This design comes from an exercise in tuning for small area, a short achievable clock period and few clock cycles per item on the open sky130 flow, not from production work.
Only simulation tests tie the RTL to the original design; equivalence was not proved.
Power figures rest on the tool's default switching activity, not on a simulated workload.

// sbus_top
module sbus_top (
    input  logic                                         clk,
    input  logic                                         rst_n,
    input  logic [3-1:0]                 cmd_valid,
    input  logic [3*(1 + 6 + 4*32)-1:0]     cmd,
    output logic [3-1:0]                 cmd_ready,
    output logic [3-1:0]                 rsp_valid,
    output logic [3*(1 + 4*32)-1:0]     rsp,
    input  logic [3-1:0]                 rsp_ready
);
    localparam int NM    = 3;
    localparam int DW    = 32;
    localparam int AW    = 6;
    localparam int BL    = 4;
    localparam int CW    = (1 + 6 + 4*32);
    localparam int RW    = (1 + 4*32);
    localparam int DEPTH = 64;
    localparam int ROWS  = DEPTH / BL;
    logic [NM-1:0] busy;    
    logic [NM-1:0] grant;   
    logic [NM-1:0] acc;
    logic [NM-1:0] take;
    logic [NM-1:0] free_n;  
    logic [NM-1:0] grant_d;
    assign acc       = cmd_valid & grant;
    assign take      = rsp_ready & busy;
    assign free_n    = ~(acc | (busy & ~take));
    assign cmd_ready = grant;
    assign rsp_valid = busy;
    logic [NM-1:0] last;    
    logic [NM-1:0] idle_q;  
    logic [NM-1:0] idle_d;
    logic [NM-1:0] elig;
    logic [2:0]    credit [NM];
    logic [2:0]    credit_d [NM];
    assign idle_d = (idle_q | (grant & ~cmd_valid)) & free_n & ~cmd_valid;
    assign elig   = ((free_n & ~idle_d) != '0) ? (free_n & ~idle_d) : free_n;
    always_comb begin
        logic all_pos;
        all_pos = 1'b1;
        for (int i = 0; i < NM; i++) begin
  ...
For scale: roughly 0.099 sq mm of cells after synthesis.
clock: 7.5 ns
lec_check: 0
cap_margin: 30
core_margin: 2
core_utilization: 30
place_density: 0.75
setup_slack_margin: 3.8
slew_margin: 30
standard.sh (not shown) runs the stock make flow with config.mk's settings and CLKGATE_MAP_FILE= SYNTH_SCRIPT=/design/flow/synth_recipe.tcl, a recipe that flattens the netlist after the stock synthesis.
==> flow/flow/run.sh <==
#!/bin/bash
# The standard layout with these changes:
# - the port buffers are buf_2 cells (the default pick is a slow delay buffer);
# - the resizer may swap a cell for one of another footprint, so it can
#   upsize the port buffers and the logic;
# - clock tree synthesis clusters up to 30 sinks per leaf buffer and inserts
#   no dummy loads.
set -euo pipefail
bash standard.sh MATCH_CELL_FOOTPRINT=0 \
    "BUFFER_PORTS_ARGS=-buffer_cell sky130_fd_sc_hd__buf_2" \
    "CTS_ARGS=-sink_clustering_enable -repair_clock_nets -sink_clustering_size 30 -sink_clustering_max_diameter 60 -dont_use_dummy_load" \
    finish > standard.log 2>&1
Testbench counts at the start, summed over its fixed seeds: cycles 1,251, items 960.
Next try:
==> flow/flow/run.sh (replaced) <==
#!/bin/bash
# The standard layout with these changes:
# - the port buffers are buf_2 cells (the default pick is a slow delay buffer);
# - the resizer may swap a cell for one of another footprint, so it can
#   upsize the port buffers and the logic;
# - clock tree synthesis clusters up to 24 sinks per leaf buffer and inserts
#   no dummy loads.
set -euo pipefail
bash standard.sh MATCH_CELL_FOOTPRINT=0 \
    "BUFFER_PORTS_ARGS=-buffer_cell sky130_fd_sc_hd__buf_2" \
    "CTS_ARGS=-sink_clustering_enable -repair_clock_nets -sink_clustering_size 24 -sink_clustering_max_diameter 50 -dont_use_dummy_load" \
    finish > standard.log 2>&1
Worst setup slack gets better by 0.075 ns.
Non-clock buffer count increases by 19.
Critical path depth decreases by 3.
Next try:
==> flow/flow/run.sh (replaced) <==
#!/bin/bash
# The standard layout with these changes:
# - the port buffers are buf_2 cells (the default pick is a slow delay buffer);
# - the resizer may swap a cell for one of another footprint, so it can
#   upsize the port buffers and the logic;
# - clock tree synthesis clusters up to 30 sinks per leaf buffer and inserts
#   no dummy loads.
set -euo pipefail
bash standard.sh MATCH_CELL_FOOTPRINT=0 \
    "BUFFER_PORTS_ARGS=-buffer_cell sky130_fd_sc_hd__buf_2" \
    "CTS_ARGS=-sink_clustering_enable -repair_clock_nets -sink_clustering_size 30 -sink_clustering_max_diameter 60 -dont_use_dummy_load" \
    finish > standard.log 2>&1
PLACE_DENSITY = unset   (was 0.75)
Via count shrinks by 3.9%.
First-iteration DRC count shrinks by about 20%.
Worst setup slack gets better by 0.15 ns.
Flip-flop and latch count stays the same.
Clock-buffer cell count shrinks by 20.
Clock power shrinks by about 7%.
Synthesized area stays the same.
Final cell count shrinks by 1.2%.

==> re-timing with driven ports <==
The flow's constraints put no driver on any port. The routed layouts listed below were extracted and timed again, unchanged, in two steps.
Step 1 sets driving cells, clkbuf_16 on the clock port and buf_2 on the other inputs (assumed; they add their load-dependent delay and slew).
Step 2 adds t to the input delays and takes it off the output delays; t is the mean of the earliest and latest rising clock arrival at the registers after step 1. Input paths then give back, and output paths get back, about the clock's delay inside the block.
Three values: ideal ports, drivers, drivers and shift; two values: the first two.
| run | shift t [ns] | setup slack, ns | worst setup path at the end | worst register clock-pin slew, ns |
|---|---|---|---|---|
| the first run | 0.858 | 3.440 / 3.327 / 2.469 | input to register | 0.11 / 0.11 |
| the second run | 0.932 | 3.515 / 3.363 / 2.431 | input to register | 0.09 / 0.09 |
| the third run | 0.915 | 3.669 / 3.567 / 2.652 | input to register | 0.11 / 0.11 |
After both steps setup and hold are still met in every run listed. The setup slack of the second run, which loses most, moves by -0.152 ns with the drivers and by -1.084 ns with both steps.
